Source: an optimization exercise on an open RTL-to-GDS flow (aim: a short achievable clock period and few clock cycles). Production flows keep margins and buffers that such runs may drop. In this exercise RTL edits were held to simulation tests only and were not proved equivalent to the original. Power figures rest on the tool's default switching activity, not on a simulated workload.

==> inputs of run G <==
## tinker_top
module tinker_top (
    input  logic        clk,
    input  logic        reset,
    output logic [31:0] imem_addr,
    input  logic [31:0] imem_data,
    output logic        dmem_read,
    output logic        dmem_write,
    output logic [31:0] dmem_addr,
    output logic [63:0] dmem_wdata,
    input  logic [63:0] dmem_rdata,
    output logic        hlt
);
clock: 10.0 ns
lec_check: 0
cap_margin: 20
cell_pad_in_sites_detail_placement: 1
cell_pad_in_sites_global_placement: 1
core_margin: 2
core_utilization: 25
place_density: 0.4
slew_margin: 20
standard.sh (not shown) runs the stock make flow with config.mk's settings and CLKGATE_MAP_FILE= SYNTH_SCRIPT=/design/flow/synth_recipe.tcl, a recipe that flattens the netlist after the stock synthesis.
==> flow/flow/run.sh <==
#!/bin/bash
set -euo pipefail
bash standard.sh \
  "BUFFER_PORTS_ARGS=-buffer_cell sky130_fd_sc_hd__buf_4" \
  SETUP_SLACK_MARGIN=7 \
  TNS_END_PERCENT=100 \
  finish > standard_flow.log 2>&1
test -s out/final.def
==> run C (differences from run G) <==
--- a/flow/design.v
+++ b/flow/design.v
@@ -28,29 +28,16 @@
     input  logic [4:0]  ra_idx,
     input  logic [4:0]  rb_idx,
     input  logic [4:0]  rc_idx,
     output logic [63:0] ra_val,
     output logic [63:0] rb_val,
     output logic [63:0] rc_val,
-    output logic        rb_nz,
     input  logic [31:0] we,
-    input  logic [63:0] wdata,
-    input  logic        wnz
+    input  logic [63:0] wdata
 );
     logic [63:0] regs [32];
-    logic [31:0] nzv;
-    always_ff @(posedge clk or posedge reset) begin
-        if (reset) begin
-            nzv <= 32'h8000_0000;   
-        end else begin
-            for (int i = 0; i < 32; i++)
-                if (we[i])
-                    nzv[i] <= wnz;
-        end
-    end
-    assign rb_nz = nzv[rb_idx];
     always_ff @(posedge clk or posedge reset) begin
         if (reset) begin
             for (int i = 0; i < 31; i++)
                 regs[i] <= '0;
             regs[31] <= 64'h8_0000;   
         end else begin
@@ -135,18 +122,16 @@
     logic [31:0] d_ins;
     logic [31:0] d_pc;
     logic [63:0] d_rdv, d_rsv, d_rtv;       
     logic        d_w1_d, d_w1_s, d_w1_t;    
     logic        d_w2_d, d_w2_s, d_w2_t;    
     logic        d_x_d, d_x_s, d_x_t;       
-    logic        d_nz_s;                    
     logic        w1_wr, w2_wr;
     logic [31:0] w1_we;           
     logic [4:0]  w1_dest, w2_dest;
     logic [63:0] w1_val, w2_val;
-    logic        w1_nz, w2_nz;    
     logic        x_wr;
     logic [4:0]  x_dest;
     logic [63:0] x_a;
     logic [63:0] x_b;
     logic        x_add, x_sub, x_ld;
     logic [3:0]  x_tt_hi, x_tt_lo;
@@ -182,29 +167,26 @@
     assign dmem_read  = o_read;
     assign dmem_write = o_write;
     assign dmem_addr  = o_addr;
     assign dmem_wdata = o_wdata;
     logic [4:0]  f_rd, f_rs, f_rt;
     logic [63:0] f_rdv, f_rsv, f_rtv;
-    logic        f_nz_s;
     assign f_rd = imem_data[26:22];
     assign f_rs = imem_data[21:17];
     assign f_rt = imem_data[16:12];
     reg_file u_regs (
         .clk   (clk),
         .reset (reset),
         .ra_idx(f_rd),
         .rb_idx(f_rs),
         .rc_idx(f_rt),
         .ra_val(f_rdv),
         .rb_val(f_rsv),
         .rc_val(f_rtv),
-        .rb_nz (f_nz_s),
         .we    (w1_we),
-        .wdata (w1_val),
-        .wnz   (w1_nz)
+        .wdata (w1_val)
     );
     logic [4:0]  op, rd, rs, rt;
     logic [11:0] lit;
     assign op  = d_ins[31:27];
     assign rd  = d_ins[26:22];
     assign rs  = d_ins[21:17];
@@ -296,23 +278,21 @@
     assign brr_w1     = d_pc + w1_val[31:0];
     assign brr_w2     = d_pc + w2_val[31:0];
     assign brr_d      = d_pc + d_rdv[31:0];
     assign brr_target = ({32{d_w1_d}} & brr_w1) |
                         ({32{!d_w1_d && d_w2_d}} & brr_w2) |
                         ({32{!d_w1_d && !d_w2_d}} & brr_d);
-    assign w1_nz = |w1_val;
-    logic nz_s, nz_s_all;
-    assign nz_s     = d_w2_s ? w2_nz : d_nz_s;
-    assign nz_s_all = d_w1_s ? w1_nz : nz_s;
+    logic nz_s;
+    assign nz_s = d_w1_s ? (|w1_val) : (d_w2_s ? (|w2_val) : (|d_rsv));
     logic [31:0] brl_target;
     assign brl_target = d_pc + {{18{lit[11]}}, lit, 2'b00};
     logic d_taken;
     logic chk_nz;
-    assign chk_nz  = d_brnz && (d_x_s || d_w1_s);
+    assign chk_nz  = d_brnz && d_x_s;
     assign d_taken = d_br || d_brr_rd || d_brr_l ||
-                     (d_brnz && (d_x_s || d_w1_s || nz_s));
+                     (d_brnz && (d_x_s || nz_s));
     logic [31:0] d_target_other;
     logic        tgt_x;
     assign tgt_x = !d_brr_l && !d_brr_rd && d_x_d;
     always_comb begin
         if (d_brr_l)
             d_target_other = brl_target;
@@ -388,13 +368,12 @@
     end
     always_ff @(posedge clk) begin
         if (stall) begin
             d_rdv  <= rdv;
             d_rsv  <= rsv;
             d_rtv  <= rtv;
-            d_nz_s <= nz_s_all;
             d_w1_d <= d_x_d;
             d_w1_s <= d_x_s;
             d_w1_t <= d_x_t;
             d_w2_d <= 1'b0;
             d_w2_s <= 1'b0;
             d_w2_t <= 1'b0;
@@ -404,13 +383,12 @@
         end else begin
             d_ins  <= imem_data;
             d_pc   <= pc;
             d_rdv  <= f_rdv;
             d_rsv  <= f_rsv;
             d_rtv  <= f_rtv;
-            d_nz_s <= f_nz_s;
             d_w1_d <= n_w1_d;
             d_w1_s <= n_w1_s;
             d_w1_t <= n_w1_t;
             d_w2_d <= n_w2_d;
             d_w2_s <= n_w2_s;
             d_w2_t <= n_w2_t;
@@ -419,13 +397,12 @@
             d_x_t  <= n_x_t;
         end
         w1_dest <= x_dest;
         w1_val  <= x_result;
         w2_dest <= w1_dest;
         w2_val  <= w1_val;
-        w2_nz   <= w1_nz;
         x_dest   <= rd;
         x_a      <= a_fwd;
         x_b      <= b_fwd;
         x_add    <= d_add;
         x_sub    <= d_sub;
         x_tt_hi  <= tt_hi;
==> metrics.csv <==
stage,metric,value,unit
cells_and_area,fin_util,37.13,%
cells_and_area,multi_input_area_share,44.08,%
synthesis,synth.distinct_cells,120,
grt,met1_usage,51.63,%
outcome,violations,slew limit,
critical_path,crit_path_frequent_cell,buf_4,
timing,drv_slew,5,
critical_path,slowest_stage,buf_4,
critical_path,worstPathRequired,10.94,ns
cells_and_area,fin_nets,19480,
placed_design,postPlaceCellArea,186400,µm²
timing,finalClockSkew,0.1517,ns
cells_and_area,n_fill_cell,72960,
cells_and_area,sh_seq_area,27.29,%
power,p_sw,14200,µW
cells_and_area,n_all_buffers,3512,
outcome,status,failed layout checks,
(the above is from run G)
==> metrics.csv <==
stage,metric,value,unit
outcome,status,failed layout checks,
outcome,violations,slew limit,
critical_path,slowest_stage,nor4_4,
grt,met1_usage,50.14,%
cells_and_area,fin_util,38.27,%
critical_path,worstPathRequired,10.96,ns
cells_and_area,n_fill_cell,71680,
placed_design,postPlaceCellArea,185200,µm²
cells_and_area,n_all_buffers,3923,
cells_and_area,fin_nets,19820,
timing,drv_slew,25,
(the above is from run C)
Testbench counts of run G, summed over its fixed seeds: cycles 90,807.
Testbench counts of run C, summed over its fixed seeds: cycles 90,801.

static timing again, ports no longer ideal:
How much do the figures lean on ideal ports? The routed layouts below were timed once more, with nothing changed but the port constraints. Step 1 sets driving cells, clkbuf_16 on the clock port and buf_2 on the other inputs (assumed; they add their load-dependent delay and slew). Step 2, shift: input delay + t, output delay - t, t = (earliest + latest rising clock arrival at the registers) / 2. This alone moves slack from input paths to output paths. a / b / c = ideal / step 1 / step 2; a / b = the first two.
run | shift t [ns] | setup WS [ns] | latest minus earliest clock arrival (ns) | slew at the worst register clock pin (ns)
run G | 1.264 | 5.971 / 5.971 / 4.833 | 0.167 / 0.168 | 0.08 / 0.08
run C | 1.272 | 5.909 / 5.909 / 4.852 | 0.151 / 0.151 | 0.07 / 0.07
For run G, which loses most, drivers alone change the setup slack by 0.000 ns; drivers and shift together by -1.138 ns.
